Source: an optimization exercise on an open RTL-to-GDS flow (aim: small area). Production flows keep margins and buffers that such runs may drop. The RTL was checked by simulation tests, not by an equivalence proof against the original design. No activity file was given, so power comes from the tool's default toggle rates. No driver is modelled on the clock port, so clocking that relies on it looks cheaper here than on a real chip.

==> design.v <==
package reg_file_pkg;
  localparam int DATA_W_DEF = 32;
  localparam int ADDR_W_DEF = 5;
  localparam int NUM_RD_MAX = 4;
  function automatic integer cnt_width(input integer n);
    cnt_width = $clog2(n + 1);
  endfunction
endpackage
module reg_scoreboard
#(
  parameter int ADDR_W = reg_file_pkg::ADDR_W_DEF
) (
  input  logic                       clk,
  input  logic                       rst_n,
  input  logic [(2**ADDR_W)-1:0]     i_set_hit,    
  input  logic [(2**ADDR_W)-1:0]     i_keep,       
  input  logic [(2**ADDR_W)-1:0]     i_wen,        
  input  logic                       i_set_any,    
  input  logic                       i_same,       
  output logic [(2**ADDR_W)-1:0]     o_pending,
  output logic [ADDR_W:0]            o_pend_cnt
);
  localparam int DEPTH = 2**ADDR_W;
  localparam int CNT_W = reg_file_pkg::cnt_width(DEPTH);
  logic [DEPTH-1:1] r_pend;
  logic [CNT_W-1:0] r_cnt;
  logic             w_set_pend;    
  logic             w_clr_pend;    
  logic             w_do_clr;
  logic             w_do_set;
  rf_ao_tree #(.N(DEPTH-1)) u_set_pend (
    .i_d (r_pend),
    .i_s (i_set_hit[DEPTH-1:1]),
    .o_y (w_set_pend)
  );
  rf_ao_tree #(.N(DEPTH-1)) u_clr_pend (
    .i_d (r_pend),
    .i_s (i_wen[DEPTH-1:1]),
    .o_y (w_clr_pend)
  );
  assign w_do_set = i_set_any && !w_set_pend;
  assign w_do_clr = w_clr_pend && !i_same;
  always_ff @(posedge clk) begin
    r_pend <= i_set_hit[DEPTH-1:1] | (r_pend & i_keep[DEPTH-1:1]);
  end
  always_ff @(posedge clk) begin
    if (!rst_n) r_cnt <= '0;
    else        r_cnt <= r_cnt + CNT_W'(w_do_set) - CNT_W'(w_do_clr);
  end
  assign o_pending  = {r_pend, 1'b0};
  assign o_pend_cnt = r_cnt;
endmodule
module reg_file_mp
#(
  parameter int DATA_W = reg_file_pkg::DATA_W_DEF,
  parameter int ADDR_W = reg_file_pkg::ADDR_W_DEF,
  parameter int NUM_RD = 2,
  parameter bit BYPASS = 1'b1
) (
  input  logic                     clk,
  input  logic                     rst_n,
  input  logic [NUM_RD*ADDR_W-1:0] rd_addr,
  output logic [NUM_RD*DATA_W-1:0] rd_data,
  output logic [NUM_RD-1:0]        rd_busy,
  output logic                     hazard,
  input  logic                     wr_en,
  input  logic [ADDR_W-1:0]        wr_addr,
  input  logic [DATA_W-1:0]        wr_data,
  input  logic                     iss_en,
  input  logic [ADDR_W-1:0]        iss_addr,
  output logic [ADDR_W:0]          pend_cnt
);
  localparam int DEPTH = 2**ADDR_W;
  localparam int NRD   = (NUM_RD < reg_file_pkg::NUM_RD_MAX) ? NUM_RD : reg_file_pkg::NUM_RD_MAX;
  logic [DEPTH-1:0]  w_pend;
  logic [DEPTH-1:0]  w_wr_hit;
  logic [DEPTH-1:0]  w_iss_hit;
  logic [DATA_W-1:0] w_wdata;
  logic [DEPTH-1:0]  w_bits [DATA_W];
  for (genvar gi = 0; gi < DEPTH; gi++) begin : g_dec
    assign w_wr_hit[gi]  = wr_en  && (wr_addr  == ADDR_W'(gi));
    assign w_iss_hit[gi] = rst_n && iss_en && (iss_addr == ADDR_W'(gi));
  end
  logic [DEPTH-1:0]  w_keep;
  logic [DEPTH-1:0]  w_wen;
  assign w_keep = {DEPTH{rst_n}} & ~w_wr_hit;
  assign w_wen  = ~w_keep;
  assign w_wdata = wr_data & {DATA_W{rst_n}};
  for (genvar gi = 1; gi < DEPTH; gi++) begin : g_mem
    logic [DATA_W-1:0] r_q;
    always_ff @(posedge clk) begin
      if (w_wen[gi]) r_q <= w_wdata;
    end
    for (genvar gb = 0; gb < DATA_W; gb++) begin : g_t
      assign w_bits[gb][gi] = r_q[gb];
    end
  end
  for (genvar gb = 0; gb < DATA_W; gb++) begin : g_z
    assign w_bits[gb][0] = 1'b0;
  end
  reg_scoreboard #(
    .ADDR_W (ADDR_W)
  ) u_sb (
    .clk        (clk),
    .rst_n      (rst_n),
    .i_set_hit  (w_iss_hit),
    .i_keep     (w_keep),
    .i_wen      (w_wen),
    .i_set_any  (rst_n && iss_en && (iss_addr != '0)),
    .i_same     (iss_en && wr_en && (iss_addr == wr_addr)),
    .o_pending  (w_pend),
    .o_pend_cnt (pend_cnt)
  );
  localparam int NBG = (((DEPTH-1) / 3) + ((DEPTH-1) % 3) + 3) / 4;
  logic [NBG-1:0] w_busy_grp [NRD];
  for (genvar gp = 0; gp < NRD; gp++) begin : g_rd
    logic [ADDR_W-1:0] w_ra;
    logic              w_fwd;
    logic [DEPTH-1:0]  w_sel;
    assign w_ra  = rd_addr[gp*ADDR_W +: ADDR_W];
    assign w_fwd = BYPASS && rst_n && wr_en && (wr_addr == w_ra) && (w_ra != '0);
    assign w_sel[0] = w_fwd;
    for (genvar gi = 1; gi < DEPTH; gi++) begin : g_sel
      assign w_sel[gi] = w_keep[gi] && (w_ra == ADDR_W'(gi));
    end
    for (genvar gb = 0; gb < DATA_W; gb++) begin : g_bit
      rf_ao_tree #(.N(DEPTH)) u_ao (
        .i_d   ({w_bits[gb][DEPTH-1:1], wr_data[gb]}),
        .i_s   (w_sel),
        .o_g   (),
        .o_y   (rd_data[gp*DATA_W + gb])
      );
    end
    rf_ao_tree #(.N(DEPTH-1), .NO(NBG)) u_busy (
      .i_d   (w_pend[DEPTH-1:1]),
      .i_s   (w_sel[DEPTH-1:1]),
      .o_g   (w_busy_grp[gp]),
      .o_y   (rd_busy[gp])
    );
  end
  always_comb begin
    hazard = 1'b0;
    for (int p = 0; p < NRD; p++) hazard = hazard | (|w_busy_grp[p]);
  end
endmodule
module rf_ao_tree
#(
  parameter int N  = 32,
  parameter int NO = ((N / 3) + (N % 3) + 3) / 4
) (
  input  logic [N-1:0]  i_d,
  input  logic [N-1:0]  i_s,
  output logic [NO-1:0] o_g,    
  output logic          o_y
);
  localparam int NG = N / 3;
  localparam int NR = N - 3*NG;
  localparam int NA = NG + NR;
  logic [NA-1:0] w_n;
  for (genvar gg = 0; gg < NG; gg++) begin : g_grp
    rf_aoi222 u_g (
      .a1(i_d[3*gg]),   .a2(i_s[3*gg]),
      .b1(i_d[3*gg+1]), .b2(i_s[3*gg+1]),
      .c1(i_d[3*gg+2]), .c2(i_s[3*gg+2]),
      .y (w_n[gg]));
  end
  for (genvar gr = 0; gr < NR; gr++) begin : g_r
    rf_nand2 u_r (.a(i_d[3*NG+gr]), .b(i_s[3*NG+gr]), .y(w_n[NG+gr]));
  end
  for (genvar go = 0; go < NO; go++) begin : g_out
    localparam int LO = 4*go;
    localparam int NI = (NA - LO < 4) ? NA - LO : 4;
    if (NI == 4) begin : g_4
      rf_nand4 u_n (.a(w_n[LO]), .b(w_n[LO+1]), .c(w_n[LO+2]), .d(w_n[LO+3]), .y(o_g[go]));
    end else if (NI == 3) begin : g_3
      rf_nand3 u_n (.a(w_n[LO]), .b(w_n[LO+1]), .c(w_n[LO+2]), .y(o_g[go]));
    end else if (NI == 2) begin : g_2
      rf_nand2 u_n (.a(w_n[LO]), .b(w_n[LO+1]), .y(o_g[go]));
    end else begin : g_1
      assign o_g[go] = ~w_n[LO];
    end
  end
  if (NO == 3) begin : g_or3
    rf_or3 u_o (.a(o_g[0]), .b(o_g[1]), .c(o_g[2]), .y(o_y));
  end else begin : g_or
    assign o_y = |o_g;
  end
endmodule
module rf_aoi222 (
  input  logic a1, a2, b1, b2, c1, c2,
  output logic y
);
  assign y = ~((a1 & a2) | (b1 & b2) | (c1 & c2));
endmodule
module rf_nand2 (
  input  logic a, b,
  output logic y
);
  assign y = ~(a & b);
endmodule
module rf_nand3 (
  input  logic a, b, c,
  output logic y
);
  assign y = ~(a & b & c);
endmodule
module rf_nand4 (
  input  logic a, b, c, d,
  output logic y
);
  assign y = ~(a & b & c & d);
endmodule
module rf_or3 (
  input  logic a, b, c,
  output logic y
);
  assign y = a | b | c;
endmodule
==> flow/run.sh <==
#!/bin/bash
# Standard layout (the standard.sh: the standard synthesis, then ORFS
# floorplan to finish) with two changes:
#  - the port buffers are buf_2 cells instead of the slow clkdlybuf4s50_1
#    that buffer_ports picks by default;
#  - clock tree synthesis clusters up to 30 flip-flops within 60 um per
#    clkbuf_16 and adds no dummy loads.
# All tool output goes to standard.log here and to the ORFS logs under orfs/.
set -euo pipefail
bash standard.sh \
  "BUFFER_PORTS_ARGS=-buffer_cell sky130_fd_sc_hd__buf_2" \
  "CTS_ARGS=-sink_clustering_enable -repair_clock_nets -sink_clustering_size 30 -sink_clustering_max_diameter 60 -buf_list sky130_fd_sc_hd__clkbuf_16 -dont_use_dummy_load" \
  finish > standard.log 2>&1
==> standard.sh <==
#!/bin/bash
# synth_recipe.tcl (not shown) runs the flow's synth.tcl, then flattens the netlist and writes it again
# the make line also repeats each setting of config.mk as NAME=value (left out here)
make -C /OpenROAD-flow-scripts/flow DESIGN_CONFIG=/design/flow/config.mk WORK_HOME=/design/flow/orfs CLKGATE_MAP_FILE= SYNTH_SCRIPT=/design/flow/synth_recipe.tcl "${@:-finish}"
==> config.mk <==
export PLATFORM = sky130hd
export DESIGN_NAME = reg_file_mp
export DESIGN_NICKNAME = reg_file_mp
export VERILOG_FILES = /design/flow/design.v
export SDC_FILE = /design/flow/constraint.sdc
export NUM_CORES = 4
export LEC_CHECK = 0
export CAP_MARGIN = 5
export CORE_MARGIN = 2
export CORE_UTILIZATION = 65
export CTS_BUF_LIST = sky130_fd_sc_hd__clkbuf_16
export CTS_CLUSTER_DIAMETER = 60
export CTS_CLUSTER_SIZE = 30
export SETUP_SLACK_MARGIN = 0.3
export SLEW_MARGIN = 5
export SYNTH_HIERARCHICAL = 1
==> constraint.sdc <==
create_clock -name core_clock -period 6.0 [get_ports {clk}]
set_input_delay 1.2000 -clock core_clock [delete_from_list [all_inputs] [get_ports {clk}]]
set_output_delay 1.2000 -clock core_clock [all_outputs]
set_load 0.01 [all_outputs]
==> results.cfg, run 1 <==
[status]
run_status = timing/DRC/antenna clean

[worst_setup_path]
worstSetupPathType = input port to output pin
crit_path_frequent_cell = sky130_fd_sc_hd__buf_2
critPathArrivalTime_ns = 4.46
ff2ff_setup_slack_ns = 2.71
worst_setup_path_start_kind = input port
path_max_fanout = 33
setup.worst_path.end_class = output pin
cp_slowest_cell = sky130_fd_sc_hd__nand4_1
crit_path_max_incr_delay_ns = 0.64
critical_path.cell_chain = buf_2 -> nand4bb_2 -> nor2_1 -> nor3_2 -> buf_4 -> a222oi_1 -> nand4_1 -> or3_4 -> buf_2
critPathRequiredTime_ns = 4.80

[yosys]
postSynthNetCount = 2648
synthesis.area_um2 = 42200
postSynthAreaPerCell_um2 = 16.3
synthesis.instances = 2585
yosys_warnings = 11

[global_route]
grt_antenna_before_repair = 9
grt.total_usage_pct = 44.7
grt_pass1_vias = 31300
global_route_wire_length_before_repair_mm = 213
grt_start_max_net_pins = 66
global_route.overflow_total = 0

[job]
max_cap_viol_count = 0

[clock_tree]
cts.sinks = 1029
cts-buffers-inserted = 56
cts-root-to-sink-buffers = 3
clock-root-buffer = sky130_fd_sc_hd__clkbuf_16
clk_transition_reported_paths_ns = 0.05
clkLatencyLatePin_ns = 0.67
cts_htree_levels = 2
tritoncts = yes
holdBufCountCts = 0

[drt]
vias = 32600
avgViaCountPerCell = 8.82
drt-wirelength-per-cell_um = 41.2
ant_nets = 0
drt_iter0_drc = 9147
finalWirelength_mm = 152
post-route-drc-count = 0
number_of_iterations_in_the_first_detailed_routing_pass = 17

[finish]
post_layout_net_count = 2902
syn_to_final_growth_pct = 10.4
final_area_um2 = 46600
multiInputGateArea_um2 = 12000
filler_cells_inserted = 4031
seqCellArea_um2 = 30500
share_of_final_layout_standard_cells_stronger_than_drive_strength_1_pct = 14.5

[place]
buffer_ports.inserted = 128
gp_congestion = 1.02
dpl-instance-area_um2 = 45200
dp_hpwl_mm = 86.4

[power_and_ir_drop]
power-per-cell-area_nw_per_um2 = 296
worst_vdd_ir_mv = 0.279
power_mw = 13.8
static-leakage-power_nw = 15.6

[timing]
rsz_0062_raised_after_global_routing = no
fin_skew_ns = 0.0613
timing.fmax_ghz = 0.177
slew_limit_headroom_pct = 9.09
hold_slack_ns = 0.557
hold_viol_final = 0
setup_viol_count_final = 0
slew_violations = 0
tns_ns = 0
fin_crit_ns = 5.66
tightest_pin_transition_ns = 1.36
fin_crit_sh_pct = 94.3

[floorplan]
floorplan.initialDensity_pct = 65.6
boundaryPins = 129
die_w_um = 259
chipHeight_um = 259
design.die.area_um2 = 67000
core_area_um2 = 64300
rows = 93

[min_path]
holdCritPathClass = flip-flop to flip-flop
-- layout make-up --
| class | count | share of cell area [%] |
|---|---|---|
| tap | 855 | 2.29 |
| multi-input combinational | 1488 | 25.7 |
| inverter | 26 | 0.209 |
| clock buffer | 56 | 3.00 |
| timing repair buffer | 238 | 3.34 |
| antenna | 5 | 0.0268 |
| sequential | 1029 | 65.5 |
-- metrics by stage --
stage	utilization [%]	setup slack, ns	cells
after floorplan	-	0.305	2585
after global placement	70.3	0.595	3635
after detailed placement	70.3	0.539	3635
after CTS	72.4	0.520	3691
after global routing	72.5	0.319	3692
final	72.5	0.340	3697
-- where the power goes --
part | leakage [nW] | total, mW | switching, mW | internal, mW
Clock | 0.690 | 3.78 | 2.13 | 1.65
Combinational | 4.98 | 1.17 | 0.853 | 0.314
Sequential | 9.89 | 8.88 | 0.323 | 8.56
Total | 15.6 | 13.8 | 3.30 | 10.5
-- flip-flops by register name (all words and copies together) (netlist names) --
name	flops
u_sb.r_pend	31
u_sb.r_cnt	6
g_mem.r_q	992
-- critical path: cells and delay by family --
kind | cells | cell delay, ns
compound gates | 1 | 0.44
buf+inv | 3 | 0.69
simple gates | 5 | 2.09
-- path summary, 6_finish.rpt --
check,startpoint,endpoint,cells after the start
hold reg to reg,u_sb.r_pend[22]$_DFF_P_,u_sb.r_pend[22]$_DFF_P_,1
setup reg to reg,u_sb.r_pend[19]$_DFF_P_,u_sb.r_cnt[4]$_SDFF_PN0_,12
setup / recovery,wr_addr[2],rd_data[31],9
hold / removal,u_sb.r_pend[22]$_DFF_P_,u_sb.r_pend[22]$_DFF_P_,1
-- routing by layer --
layer / global-route usage (%) / up-vias / share of wire, %
met2: 65.9 / 3650 / 43
met5: 0 / - / 0.028
met1: 58.9 / 15600 / 31
li1: - / 12700 / -
met4: 29.3 / 8 / 7.9
met3: 12.6 / 638 / 17
-- cell usage in the layout, fill, tap and decap left out, types with 2 or more instances in the layout --
cell                        count
sky130_fd_sc_hd__edfxtp_1     992
sky130_fd_sc_hd__a222oi_1     680
sky130_fd_sc_hd__nand4_1      202
sky130_fd_sc_hd__nand2_1      169
sky130_fd_sc_hd__buf_2        127
sky130_fd_sc_hd__buf_4        104
sky130_fd_sc_hd__nor2_1        69
sky130_fd_sc_hd__or3_1         68
sky130_fd_sc_hd__nor3_2        60
sky130_fd_sc_hd__clkbuf_16     56
sky130_fd_sc_hd__and2_1        50
sky130_fd_sc_hd__dfxtp_1       37
sky130_fd_sc_hd__a21o_1        33
sky130_fd_sc_hd__inv_1         26
sky130_fd_sc_hd__o21ai_4       20
sky130_fd_sc_hd__nand3_1       16
sky130_fd_sc_hd__xnor2_1       13
sky130_fd_sc_hd__nand2_2       12
sky130_fd_sc_hd__nand2b_1      10
sky130_fd_sc_hd__o21ai_2        9
sky130_fd_sc_hd__nand3b_1       9
sky130_fd_sc_hd__o21ai_0        8
sky130_fd_sc_hd__buf_12         7
sky130_fd_sc_hd__nor2b_1        6
sky130_fd_sc_hd__ha_1           6
sky130_fd_sc_hd__diode_2        5
sky130_fd_sc_hd__a21oi_1        5
sky130_fd_sc_hd__xor2_1         4
sky130_fd_sc_hd__or3b_1         4
sky130_fd_sc_hd__nand4b_1       3
sky130_fd_sc_hd__o21ai_1        3
sky130_fd_sc_hd__and4bb_2       3
sky130_fd_sc_hd__nand2b_4       2
sky130_fd_sc_hd__nand4bb_1      2
sky130_fd_sc_hd__or2_0          2
sky130_fd_sc_hd__or4_1          2
sky130_fd_sc_hd__nor3b_2        2
sky130_fd_sc_hd__and3b_1        2
-- timing repair --
action                                  4_1_cts  5_1_grt
endpoints found under the setup margin        0        5
resized for setup                             0        2
hold endpoints to repair                      0        0
setup buffers                                 0        1
==> inputs of run 2 (changes only) <==
--- a/config.mk
+++ b/config.mk
@@ -11,6 +11,7 @@
 export CTS_BUF_LIST = sky130_fd_sc_hd__clkbuf_16
 export CTS_CLUSTER_DIAMETER = 60
 export CTS_CLUSTER_SIZE = 30
+export PLACE_DENSITY = 0.9
 export SETUP_SLACK_MARGIN = 0.3
 export SLEW_MARGIN = 5
 export SYNTH_HIERARCHICAL = 1
==> run 2 against run 1 <==
Total power down 0.81%. Clock power down 5%. Die area stayed put. Via count is 4.3% higher. Sequential share of layout area increased by 0.28 points. Register-to-register slack got worse by 0.26 ns. Highest routed layer unchanged. Sequential cell count is the same. Count of clock-buffer cells in the layout decreased by 5. Maximum frequency down 3.3%. Synthesized cell count unchanged. Critical path depth is the same.
==> results.cfg, run 2 <==
[status]
run_status = timing/DRC/antenna clean

[min_path]
holdCritPathClass = flip-flop to flip-flop

[worst_setup_path]
cp_slowest_cell = sky130_fd_sc_hd__or4b_4
critPathRequiredTime_ns = 4.80
critical_path.n_buffers_inverters = 3
worst_setup_path_start_kind = input port
worstSetupPathType = input port to output pin
crit_path_max_incr_delay_ns = 0.68
path_max_fanout = 30
critical_path.cell_chain = buf_2 -> or4b_4 -> nor2_1 -> nor3_2 -> buf_4 -> a222oi_1 -> nand4_1 -> or3_1 -> buf_2
setup.worst_path.end_class = output pin
worst_path_dominant_cell_family = simple AND/OR/NAND/NOR gates
crit_path_frequent_cell = sky130_fd_sc_hd__buf_2
critPathArrivalTime_ns = 4.65

[floorplan]
die_w_um = 259
core_area_um2 = 64300
design.die.area_um2 = 67000
chipHeight_um = 259
rows = 93
boundaryPins = 129
floorplan.initialDensity_pct = 65.6

[drt]
avgViaCountPerCell = 9.21
post-route-drc-count = 0
drt-wirelength-per-cell_um = 41.6
number_of_iterations_in_the_first_detailed_routing_pass = 20
finalWirelength_mm = 154
vias = 34000
drt_iter0_drc = 11500
ant_nets = 0

[global_route]
grtUsageMet3_pct = 15.3
global_route.overflow_total = 0
grt_start_max_net_pins = 71
grt_pass1_vias = 32600
global_route_wire_length_before_repair_mm = 219
global_route.usage.met1_pct = 55.9
grt_use_met2_pct = 67.0
grt.total_usage_pct = 45.0
grt_antenna_before_repair = 15
grt_busiest_layer = met2

[timing]
hold_slack_ns = 0.567
tightest_pin_transition_ns = 1.32
fin_crit_sh_pct = 97.5
timing.fmax_ghz = 0.171
slew_violations = 0
fin_crit_ns = 5.85
tns_ns = 0
setup_viol_count_final = 0
slew_limit_headroom_pct = 11.8
fin_skew_ns = 0.0374
timing.final.ws_setup_ns = 0.149
hold_viol_final = 0
rsz_0062_raised_after_global_routing = yes

[finish]
finalNonFillerCells = 3688
largest_register = g_mem.r_q
final_area_um2 = 46400
mostFrequentLayoutCell = sky130_fd_sc_hd__edfxtp_1
filler_cells_inserted = 3750
reg_top3 = g_mem.r_q (992), u_sb.r_pend (31), u_sb.r_cnt (6)
share_of_final_layout_standard_cells_stronger_than_drive_strength_1_pct = 14.2
syn_to_final_growth_pct = 9.97
post_layout_net_count = 2894
most_used_cells_in_the_layout_excluding_fill_and_tap_cells = 992 x sky130_fd_sc_hd__edfxtp_1, 680 x sky130_fd_sc_hd__a222oi_1, 202 x sky130_fd_sc_hd__nand4_1
largest_reg_flops = 992
postLayoutCoreUtil_pct = 72.2

[clock_tree]
tritoncts = yes
cts.sinks = 1029
clkLatencyLatePin_ns = 0.62
clock-root-buffer = sky130_fd_sc_hd__clkbuf_16
cts-root-to-sink-buffers = 3
cts_htree_levels = 2
clk_transition_reported_paths_ns = 0.05
cts-buffers-inserted = 51

[power_and_ir_drop]
static-leakage-power_nw = 15.5
worst_vdd_ir_mv = 0.315
power_mw = 13.7
power-per-cell-area_nw_per_um2 = 295

[job]
max_cap_viol_count = 0

[place]
gp_congestion = 1.03
dpl-instance-area_um2 = 45100
placed_cells_incl_taps = 3633
buffer_ports.inserted = 128
place_ws_ns = 0.524
dp_hpwl_mm = 89.1

[yosys]
yosys_warnings = 11
synthesis.area_um2 = 42200
synthesis.instances = 2585
postSynthNetCount = 2648
postSynthAreaPerCell_um2 = 16.3
run 2: path summary, 6_finish.rpt:
path | start | endpoint | slack [ns] | depth (start not counted)
worst max register to register | u_sb.r_pend[13]$_DFF_P_ | u_sb.r_cnt[4]$_SDFF_PN0_ | 2.45 | 12
worst min-delay path | u_sb.r_pend[22]$_DFF_P_ | u_sb.r_pend[22]$_DFF_P_ | 0.57 | 1
worst max-delay path | wr_addr[1] | rd_data[58] | 0.15 | 9
worst min register to register | u_sb.r_pend[22]$_DFF_P_ | u_sb.r_pend[22]$_DFF_P_ | 0.57 | 1
run 2: cell type report:
cell class / instances / area, um^2 / share of cell area, %
Inverter: 26 / 97.6 / 0.210
Clock buffer: 51 / 1280 / 2.75
Tap cell: 855 / 1070 / 2.30
Sequential cell: 1029 / 30500 / 65.7
Multi-Input combinational cell: 1488 / 12000 / 25.8
Antenna cell: 4 / 10.0 / 0.0216
Timing Repair Buffer: 235 / 1480 / 3.20
run 2: where the power goes:
| group | total [mW] | switching, mW | internal [mW] |
|---|---|---|---|
| clock network | 3.60 | 2.09 | 1.51 |
| registers | 8.92 | 0.358 | 8.57 |
| logic | 1.19 | 0.876 | 0.313 |
run 2: repair_timing:
action                                  in CTS  in global routing
hold buffers                                 0                  0
gates resized for setup                      0                  1
endpoints found under the setup margin       0                  3
setup buffers                                0                  0
run 2: metal layers:
layer	routed length, um	vias up
met5	38	-
met4	15900	6
met3	29500	1115
met2	65500	4586
met1	42600	15600
li1	-	12600
==> inputs of run 3 (changes only) <==
--- a/config.mk
+++ b/config.mk
@@ -11,7 +11,6 @@
 export CTS_BUF_LIST = sky130_fd_sc_hd__clkbuf_16
 export CTS_CLUSTER_DIAMETER = 60
 export CTS_CLUSTER_SIZE = 30
-export PLACE_DENSITY = 0.9
-export SETUP_SLACK_MARGIN = 0.3
+export SETUP_SLACK_MARGIN = 0.5
 export SLEW_MARGIN = 5
 export SYNTH_HIERARCHICAL = 1
==> run 3 against run 2 <==
Area after synthesis unchanged. Register-to-register slack improved by 0.18 ns. Die area did not move. Maximum frequency is 4.2% higher. Clock power is 11% higher. Core utilization rose by 0.99 points. Cell count rose by 1.0%. Non-clock buffer count grew 26. Critical path depth down 1. Clock skew is 0.00071 ns higher. Global-route usage up 1.3 points. Synthesized cell count unchanged. Critical endpoint is now rd_data[27].
==> results.cfg, run 3 <==
[timing]
fin_skew_ns = 0.0381
slew_limit_headroom_pct = 9.70
hold_viol_final = 0
slew_violations = 0
fin_crit_ns = 5.61
fin_crit_sh_pct = 93.5
tightest_pin_transition_ns = 1.35
timing.fmax_ghz = 0.178
tns_ns = 0
rsz_0062_raised_after_global_routing = yes
setup_viol_count_final = 0

[place]
buffer_ports.inserted = 128
placed_cells_incl_taps = 3658
gp_congestion = 0.988
dp_hpwl_mm = 92.8

[clock_tree]
cts-buffers-inserted = 61
tritoncts = yes
cts_htree_levels = 2
holdBufCountCts = 0
clk_transition_reported_paths_ns = 0.06
cts.sinks = 1029
clock-root-buffer = sky130_fd_sc_hd__clkbuf_16
cts-root-to-sink-buffers = 3
clkLatencyLatePin_ns = 0.65

[worst_setup_path]
r2r-start = u_sb.r_pend[4]$_DFF_P_
worstSetupPathType = input port to output pin
timing.reg2reg.worst_path_depth = 12
worst_setup_path_start_kind = input port
critPathArrivalTime_ns = 4.41
critPathRequiredTime_ns = 4.80
ff2ff_setup_slack_ns = 2.63
worstReg2RegEnd = u_sb.r_cnt[4]$_SDFF_PN0_
setup.worst_path.end_class = output pin
path_max_fanout = 24

[global_route]
grt_use_met2_pct = 67.8
global_route_wire_length_before_repair_mm = 221
grt_busiest_layer = met2
grt_start_max_net_pins = 39
global_route.overflow_total = 0
grt.total_usage_pct = 46.3
grt_pass1_vias = 32000
grt_antenna_before_repair = 6
grtUsageMet3_pct = 14.4
global_route.usage.met1_pct = 60.2

[finish]
share_of_final_layout_standard_cells_stronger_than_drive_strength_1_pct = 15.4
reg_top3 = g_mem.r_q (992), u_sb.r_pend (31), u_sb.r_cnt (6)
finalNonFillerCells = 3726
filler_cells_inserted = 3986
post_layout_net_count = 2930
multiInputGateArea_um2 = 12000
mostFrequentLayoutCell = sky130_fd_sc_hd__edfxtp_1
largest_reg_flops = 992
syn_to_final_growth_pct = 11.5
seqCellArea_um2 = 30500
largest_register = g_mem.r_q
most_used_cells_in_the_layout_excluding_fill_and_tap_cells = 992 x sky130_fd_sc_hd__edfxtp_1, 680 x sky130_fd_sc_hd__a222oi_1, 202 x sky130_fd_sc_hd__nand4_1

[drt]
finalWirelength_mm = 158
drt_iter0_drc = 9796
drt-wirelength-per-cell_um = 42.3
avgViaCountPerCell = 8.94
post-route-drc-count = 0
ant_nets = 0
vias = 33300
number_of_iterations_in_the_first_detailed_routing_pass = 14

[min_path]
hold_path.startpoint = u_sb.r_pend[23]$_DFF_P_
min_path_cells = 1
holdCritPathClass = flip-flop to flip-flop
min_delay_worst_endpoint = u_sb.r_pend[23]$_DFF_P_

[yosys]
postSynthAreaPerCell_um2 = 16.3
postSynthNetCount = 2648
synthesis.instances = 2585
yosys_warnings = 11
synthesis.area_um2 = 42200

[power_and_ir_drop]
clockPowerShare_pct = 28.3
worst_vdd_ir_mv = 0.343
netSwitchingFraction_pct = 24.2
power.net_switching_mw = 3.40
internal_power_mw = 10.7
power-per-cell-area_nw_per_um2 = 299
static-leakage-power_nw = 15.8
p_seq_share_pct = 63.2
part_of_the_power_in_combinational_logic_pct = 8.5
power_mw = 14.1

[floorplan]
design.die.area_um2 = 67000
rows = 93
floorplan.initialDensity_pct = 65.6
chipHeight_um = 259
die_w_um = 259
core_area_um2 = 64300
boundaryPins = 129

[status]
run_status = timing/DRC/antenna clean

[job]
max_cap_viol_count = 0
==> run 3: cell count changes in the layout (fill, tap and decap cells not counted), sizes merged <==
| cell | before | now |
|---|---|---|
| clkbuf | 51 | 61 |
| diode | 4 | 6 |
| buf | 235 | 261 |
==> run 3: layer usage <==
| layer | vias up | wire length (um) | part of all wire [%] |
|---|---|---|---|
| met2 | 3899 | 68000 | 43 |
| met5 | - | 11 | 0.0070 |
| met1 | 15900 | 48300 | 31 |
| met4 | 2 | 13300 | 8.4 |
| li1 | 12700 | - | - |
| met3 | 749 | 28100 | 18 |
==> run 3: worst max-delay path by stage <==
stage                     cells after the start     endpoint       start  slack [ns]
after global placement                       10  rd_data[62]  wr_addr[3]        0.59
after global routing                          9  rd_data[34]  wr_addr[4]        0.47
after CTS                                     9  rd_data[27]  wr_addr[0]        0.56
final                                         8  rd_data[27]       rst_n        0.39
after floorplan                              10       hazard  wr_addr[0]        0.59
after detailed placement                      9  rd_data[27]  wr_addr[0]        0.57
==> run 3: what timing repair did <==
action | CTS | global route
buffers inserted | 0 | 1
resized for setup | 0 | 2
endpoints found under the setup margin | 0 | 18
==> run 3: through the flow <==
step           setup slack, ns  utilization (%)  instance area [um^2]  hold slack (ns)
3_5_place_dp             0.569             70.7                 45500            0.532
4_1_cts                  0.563             73.1                 47000            0.545
3_3_place_gp             0.590             70.7                 45500            0.523
6_report                 0.387             73.2                 47100            0.553
2_1_floorplan            0.592                -                 42200            0.495
5_1_grt                  0.473             73.1                 47100            0.568
==> run 3: cell type report <==
type	count	area share, %
well taps	855	2.27
clock buffers	61	3.24
inverters	26	0.207
repair buffers	261	3.94
diodes	6	0.0319
multi-input cells	1488	25.4
flip-flops and latches	1029	64.9
==> run 3: power groups by stage <==
stage               Sequential [mW]  Clock (mW)  Combinational, mW
finish                         8.89        3.98               1.20
CTS                            8.88        3.94               1.15
floorplan                      8.95           0              0.578
global route                   8.95        4.16               1.23
detailed placement             9.03           0               1.14
global placement               8.97           0               1.11
==> run 3: critical path, cell delays in order <==
cell and delay [ns]:
sky130_fd_sc_hd__buf_4 0.38, sky130_fd_sc_hd__or3b_1 0.60, sky130_fd_sc_hd__nor3_2 0.85, sky130_fd_sc_hd__buf_4 0.46, sky130_fd_sc_hd__a222oi_1 0.16, sky130_fd_sc_hd__nand4_1 0.32, sky130_fd_sc_hd__or3_1 0.24, sky130_fd_sc_hd__buf_2 0.16
==> inputs of run 4 (changes only) <==
==> flow/run.sh (replaced) <==
#!/bin/bash
# Standard layout (the standard.sh: the standard synthesis, then ORFS
# floorplan to finish) with two changes:
#  - the port buffers are buf_2 cells instead of the slow clkdlybuf4s50_1
#    that buffer_ports picks by default;
#  - clock tree synthesis clusters up to 30 flip-flops within 90 um per
#    clkbuf_16 and adds no dummy loads.
# All tool output goes to standard.log here and to the ORFS logs under orfs/.
set -euo pipefail
bash standard.sh \
  "BUFFER_PORTS_ARGS=-buffer_cell sky130_fd_sc_hd__buf_2" \
  "CTS_ARGS=-sink_clustering_enable -repair_clock_nets -sink_clustering_size 30 -sink_clustering_max_diameter 90 -buf_list sky130_fd_sc_hd__clkbuf_16 -dont_use_dummy_load" \
  finish > standard.log 2>&1
==> config.mk (replaced) <==
export PLATFORM = sky130hd
export DESIGN_NAME = reg_file_mp
export DESIGN_NICKNAME = reg_file_mp
export VERILOG_FILES = /design/flow/design.v
export SDC_FILE = /design/flow/constraint.sdc
export NUM_CORES = 4
export LEC_CHECK = 0
export CAP_MARGIN = 20
export CORE_MARGIN = 2
export CORE_UTILIZATION = 55
export CTS_BUF_LIST = sky130_fd_sc_hd__clkbuf_16
export CTS_CLUSTER_DIAMETER = 90
export CTS_CLUSTER_SIZE = 30
export PLACE_DENSITY = 0.9
export SETUP_SLACK_MARGIN = 0.3
export SLEW_MARGIN = 20
export SYNTH_HIERARCHICAL = 1
==> run 4 against run 3 <==
Still clean. Sequential share of layout area rose by 0.70 points. Area after synthesis stayed put. Hold slack improved by 0.029 ns. Design area shrank 1.1%. Sequential cell count stayed put. Routed wire length is 2.0% lower. First-iteration DRC count is 7.5% higher. Critical path type unchanged.
==> results.cfg, run 4 <==
[status]
run_status = timing/DRC/antenna clean

[place]
buffer_ports.inserted = 128
dp_hpwl_mm = 89.4
gp_congestion = 1.05
place_ws_ns = 0.407

[finish]
antennaDiodeCount = 0
post_layout_net_count = 2889
largest_reg_flops = 992
mostFrequentLayoutCell = sky130_fd_sc_hd__edfxtp_1
most_used_cells_in_the_layout_excluding_fill_and_tap_cells = 992 x sky130_fd_sc_hd__edfxtp_1, 680 x sky130_fd_sc_hd__a222oi_1, 202 x sky130_fd_sc_hd__nand4_1
syn_to_final_growth_pct = 10.3
largest_register = g_mem.r_q
share_of_final_layout_standard_cells_stronger_than_drive_strength_1_pct = 14.5
reg_top3 = g_mem.r_q (992), u_sb.r_pend (31), u_sb.r_cnt (6)

[drt]
vias = 33700
drt_iter0_drc = 10500
post-route-drc-count = 0
drt-wirelength-per-cell_um = 40.1
finalWirelength_mm = 154
avgViaCountPerCell = 8.74
number_of_iterations_in_the_first_detailed_routing_pass = 17
ant_nets = 0

[global_route]
grt.total_usage_pct = 38.1
grt_start_max_net_pins = 49
grt_antenna_before_repair = 6
grt_pass1_vias = 32700
global_route_wire_length_before_repair_mm = 218
global_route.overflow_total = 0

[timing]
hold_viol_final = 0
fin_skew_ns = 0.0282
fin_crit_sh_pct = 94.4
tns_ns = 0
tightest_pin_transition_ns = 1.23
setup_viol_count_final = 0
fin_crit_ns = 5.66
rsz_0062_raised_after_global_routing = no
timing.fmax_ghz = 0.177
slew_limit_headroom_pct = 18.2
timing.final.ws_setup_ns = 0.338
slew_violations = 0

[worst_setup_path]
critPathRequiredTime_ns = 4.80
setup.worst_path.end_class = output pin
crit_path_frequent_cell = sky130_fd_sc_hd__buf_2
path_max_fanout = 32
critPathArrivalTime_ns = 4.46
crit_path_max_incr_delay_ns = 0.63
cp_slowest_cell = sky130_fd_sc_hd__or3_1
worstSetupPathType = input port to output pin
worst_setup_path_start_kind = input port
critical_path.cell_chain = buf_2 -> nand4bb_1 -> nor2_1 -> nor3_2 -> buf_4 -> a222oi_1 -> nand4_1 -> or3_1 -> buf_2

[floorplan]
boundaryPins = 129
floorplan.initialDensity_pct = 55.6
die_w_um = 281
design.die.area_um2 = 79000
rows = 101
chipHeight_um = 281
core_area_um2 = 75900

[clock_tree]
cts-buffers-inserted = 42
tritoncts = yes
cts-root-to-sink-buffers = 3
holdBufCountCts = 0
clkLatencyLatePin_ns = 0.62
cts_htree_levels = 2
clock-root-buffer = sky130_fd_sc_hd__clkbuf_16
clk_transition_reported_paths_ns = 0.09
cts.sinks = 1029

[min_path]
holdCritPathClass = flip-flop to flip-flop

[yosys]
synthesis.instances = 2585
yosys_warnings = 11
postSynthAreaPerCell_um2 = 16.3
postSynthNetCount = 2648
synthesis.area_um2 = 42200

[power_and_ir_drop]
worst_vdd_ir_mv = 0.289
power-per-cell-area_nw_per_um2 = 289
static-leakage-power_nw = 15.4

[job]
max_cap_viol_count = 0
-- run 4: through the flow --
stage / total power, mW / std cells / hold WS, ns / util, % / cell area, um^2
final: 13.5 / 3854 / 0.583 / 61.3 / 46600
after global routing: 13.7 / 3854 / 0.603 / 61.3 / 46600
after CTS: 13.3 / 3849 / 0.572 / 61.2 / 46500
after detailed placement: 10.2 / 3807 / 0.554 / 59.8 / 45400
after global placement: 10.0 / 3803 / 0.533 / 59.7 / 45300
after floorplan: 9.53 / 2585 / 0.495 / - / 42200
-- run 4: critical path: cells and delay by family --
| family | cells | cell delay, ns |
|---|---|---|
| simple gates | 5 | 2.09 |
| buf+inv | 3 | 0.71 |
| compound gates | 1 | 0.45 |
-- run 4: final cells by class --
type | instances | area [um^2]
Timing Repair Buffer | 239 | 1600
Sequential cell | 1029 | 30500
Multi-Input combinational cell | 1488 | 12000
Clock buffer | 42 | 1050
Inverter | 26 | 97.6
Tap cell | 1030 | 1290
Fill cell | 5270 | 29400
-- run 4: timing repair --
action / in CTS / in global routing
buffers inserted: 0 / 2
hold endpoints to repair: 0 / 0
endpoints found under the setup margin: 0 / 10
gates resized for setup: 0 / 2
-- run 4: final timing paths --
| kind | cells past startpoint | slack (ns) | end | start |
|---|---|---|---|---|
| max | 9 | 0.34 | rd_data[26] | wr_addr[3] |
| min | 1 | 0.58 | u_sb.r_pend[28]$_DFF_P_ | u_sb.r_pend[28]$_DFF_P_ |
| max reg2reg | 12 | 2.81 | u_sb.r_cnt[4]$_SDFF_PN0_ | u_sb.r_pend[10]$_DFF_P_ |
| min reg2reg | 1 | 0.58 | u_sb.r_pend[28]$_DFF_P_ | u_sb.r_pend[28]$_DFF_P_ |
-- run 4: routing by layer --
layer	share of wire [%]	global-route usage (%)	routed length (um)
met3	19	14.1	29900
met1	29	46.9	44500
met2	43	56.9	66300
met5	0.044	0	68
met4	8.9	24.4	13800
-- run 4: where the power goes --
group	leakage [nW]	switching (mW)	internal, mW
clock	0.518	2.07	1.26
sequential	9.89	0.356	8.56
combinational	5.01	0.895	0.322
==> inputs of run 5 (changes only) <==
--- a/config.mk
+++ b/config.mk
@@ -7,7 +7,7 @@
 export LEC_CHECK = 0
 export CAP_MARGIN = 20
 export CORE_MARGIN = 2
-export CORE_UTILIZATION = 55
+export CORE_UTILIZATION = 65
 export CTS_BUF_LIST = sky130_fd_sc_hd__clkbuf_16
 export CTS_CLUSTER_DIAMETER = 90
 export CTS_CLUSTER_SIZE = 30
==> run 5 against run 4 <==
Still clean on timing, DRC and antenna. First-iteration DRC count increased by 10%. Synthesized cell count did not move. Total power shrank 0.54%. Maximum frequency decreased by 0.96%. Largest cell class unchanged. Largest power group unchanged.
==> results.cfg, run 5 <==
[yosys]
synthesis.area_um2 = 42200
postSynthNetCount = 2648
yosys_warnings = 11
synthesis.instances = 2585
postSynthAreaPerCell_um2 = 16.3

[finish]
syn_to_final_growth_pct = 9.54
largest_register = g_mem.r_q
reg_top3 = g_mem.r_q (992), u_sb.r_pend (31), u_sb.r_cnt (6)
largest_reg_flops = 992
post_layout_net_count = 2886
mostFrequentLayoutCell = sky130_fd_sc_hd__edfxtp_1
most_used_cells_in_the_layout_excluding_fill_and_tap_cells = 992 x sky130_fd_sc_hd__edfxtp_1, 680 x sky130_fd_sc_hd__a222oi_1, 202 x sky130_fd_sc_hd__nand4_1
final_area_um2 = 46300
share_of_final_layout_standard_cells_stronger_than_drive_strength_1_pct = 14.4

[worst_setup_path]
worstReg2RegEnd = u_sb.r_cnt[4]$_SDFF_PN0_
critPathRequiredTime_ns = 4.80
critPathArrivalTime_ns = 4.52
timing.reg2reg.worst_path_depth = 12
worstSetupPathType = input port to output pin
path_max_fanout = 23
worst_setup_path_start_kind = input port
setup.worst_path.end = rd_data[28]
ff2ff_setup_slack_ns = 2.31
timing.critical_path.from = wr_addr[2]
setup.worst_path.end_class = output pin
r2r-start = u_sb.r_pend[13]$_DFF_P_

[clock_tree]
clkLatencyLatePin_ns = 0.59
cts-buffers-inserted = 41
clk_transition_reported_paths_ns = 0.08
holdBufCountCts = 0
cts.sinks = 1029
cts-root-to-sink-buffers = 3
ctsResizeCount = 0
tritoncts = yes
cts_htree_levels = 2
post-cts-setup-buffer-count = 0
clock-root-buffer = sky130_fd_sc_hd__clkbuf_16

[timing]
tightest_pin_transition_ns = 1.24
timing.fmax_ghz = 0.175
hold_viol_final = 0
slew_limit_headroom_pct = 17.5
rsz_0062_raised_after_global_routing = no
fin_crit_ns = 5.72
setup_viol_count_final = 0
fin_crit_sh_pct = 95.3
fin_skew_ns = 0.0306
tns_ns = 0
slew_violations = 0

[global_route]
grt_antenna_before_repair = 5
grt_busiest_layer = met2
grt.total_usage_pct = 44.7
global_route_wire_length_before_repair_mm = 217
grtUsageMet3_pct = 14.0
global_route.usage.met1_pct = 55.9
grt_use_met2_pct = 65.9
grt_pass1_vias = 32600
global_route.overflow_total = 0
grt_start_max_net_pins = 71

[place]
dpl-instance-area_um2 = 45200
gp_congestion = 1.03
dp_hpwl_mm = 89.2
buffer_ports.inserted = 128

[min_path]
holdCritPathClass = flip-flop to flip-flop

[floorplan]
floorplan.initialDensity_pct = 65.6
chipHeight_um = 259
boundaryPins = 129
rows = 93
core_area_um2 = 64300
die_w_um = 259
design.die.area_um2 = 67000

[drt]
drt_iter0_drc = 11600
avgViaCountPerCell = 9.21
finalWirelength_mm = 153
vias = 33900
number_of_iterations_in_the_first_detailed_routing_pass = 22
post-route-drc-count = 0
ant_nets = 0
drt-wirelength-per-cell_um = 41.6

[power_and_ir_drop]
power-per-cell-area_nw_per_um2 = 290
static-leakage-power_nw = 15.4
worst_vdd_ir_mv = 0.310
power_mw = 13.4

[job]
max_cap_viol_count = 0

[status]
run_status = timing/DRC/antenna clean
run 5: cell count changes in the layout (fill, tap and decap cells not counted), sizes merged:
cell    change
clkbuf      -1
diode       +2
buf         -2
run 5: worst max-delay path: stages:
cell	delay (ns)
sky130_fd_sc_hd__buf_2	0.19
sky130_fd_sc_hd__nand4bb_2	0.55
sky130_fd_sc_hd__nor2_1	0.39
sky130_fd_sc_hd__nor3_4	0.20
sky130_fd_sc_hd__buf_4	0.34
sky130_fd_sc_hd__a222oi_1	0.42
sky130_fd_sc_hd__nand4_1	0.45
sky130_fd_sc_hd__or3_1	0.59
sky130_fd_sc_hd__buf_2	0.18
run 5: stage by stage:
step	instances	setup WS (ns)	utilization, %	hold slack (ns)
3_3_place_gp	3633	0.564	70.2	0.533
6_report	3678	0.283	71.9	0.578
4_1_cts	3675	0.523	71.8	0.571
5_1_grt	3676	0.315	71.9	0.599
3_5_place_dp	3634	0.525	70.2	0.545
2_1_floorplan	2585	0.305	-	0.495
run 5: layout make-up:
class | count | area [um^2]
Sequential cell | 1029 | 30500
Fill cell | 3785 | 18100
Multi-Input combinational cell | 1488 | 12000
Timing Repair Buffer | 237 | 1520
Tap cell | 855 | 1070
Clock buffer | 41 | 1030
Inverter | 26 | 97.6
Antenna cell | 2 | 5.00
run 5: worst min path at each step:
| stage | startpoint | end | slack (ns) | depth (start not counted) |
|---|---|---|---|---|
| detailed placement | u_sb.r_pend[13]$_DFF_P_ | u_sb.r_pend[13]$_DFF_P_ | 0.54 | 1 |
| finish | u_sb.r_pend[31]$_DFF_P_ | u_sb.r_pend[31]$_DFF_P_ | 0.58 | 1 |
| global placement | u_sb.r_pend[13]$_DFF_P_ | u_sb.r_pend[13]$_DFF_P_ | 0.53 | 1 |
| CTS | u_sb.r_pend[8]$_DFF_P_ | u_sb.r_pend[8]$_DFF_P_ | 0.57 | 1 |
| floorplan | u_sb.r_pend[1]$_DFF_P_ | u_sb.r_pend[1]$_DFF_P_ | 0.49 | 1 |
| global route | u_sb.r_pend[31]$_DFF_P_ | u_sb.r_pend[31]$_DFF_P_ | 0.60 | 1 |
run 5: layer usage:
layer  wire [um]  share of wire [%]
met4       15900                 10
met2       65200                 43
met3       29400                 19
met1       42500                 28
met5          57              0.037
run 5: report_power, final:
part           internal, mW  switching [mW]
logic                 0.316           0.873
registers              8.56           0.355
clock network          1.24            2.05
total                  10.1            3.28

## static timing again, ports no longer ideal
Ports are ideal in the flow. The routed layouts listed here were re-timed in OpenROAD. Step 1 (the two cells are an assumption about what drives the block):
set clk [get_ports {clk}]
set_driving_cell -lib_cell sky130_fd_sc_hd__clkbuf_16 $clk
set_driving_cell -lib_cell sky130_fd_sc_hd__buf_2 [delete_from_list [all_inputs] $clk]
Step 2 times the ports against the registers' clock, not the clock port: input delays grow and output delays shrink by t, the midpoint of the rising clock arrivals with the driver on. Slacks: ideal / step 1 / step 2; pairs: ideal / step 1.
| run | t, ns | setup slack, ns | slew at the worst register clock pin (ns) | worst slew at a driven data input, ns |
|---|---|---|---|---|
| run 1 | 0.703 | 0.340 / 0.319 / 0.319 | 0.11 / 0.11 | 0.05 |
| run 2 | 0.704 | 0.149 / 0.127 / 0.127 | 0.11 / 0.11 | 0.12 |
| run 3 | 0.715 | 0.387 / 0.360 / 0.360 | 0.11 / 0.11 | 0.13 |
| run 4 | 0.704 | 0.338 / 0.309 / 0.309 | 0.11 / 0.11 | 0.05 |
| run 5 | 0.675 | 0.283 / 0.264 / 0.264 | 0.12 / 0.12 | 0.12 |
After both steps every run listed still meets setup and hold. For run 4, which loses most, drivers alone change the setup slack by -0.029 ns; drivers and shift together by -0.029 ns.
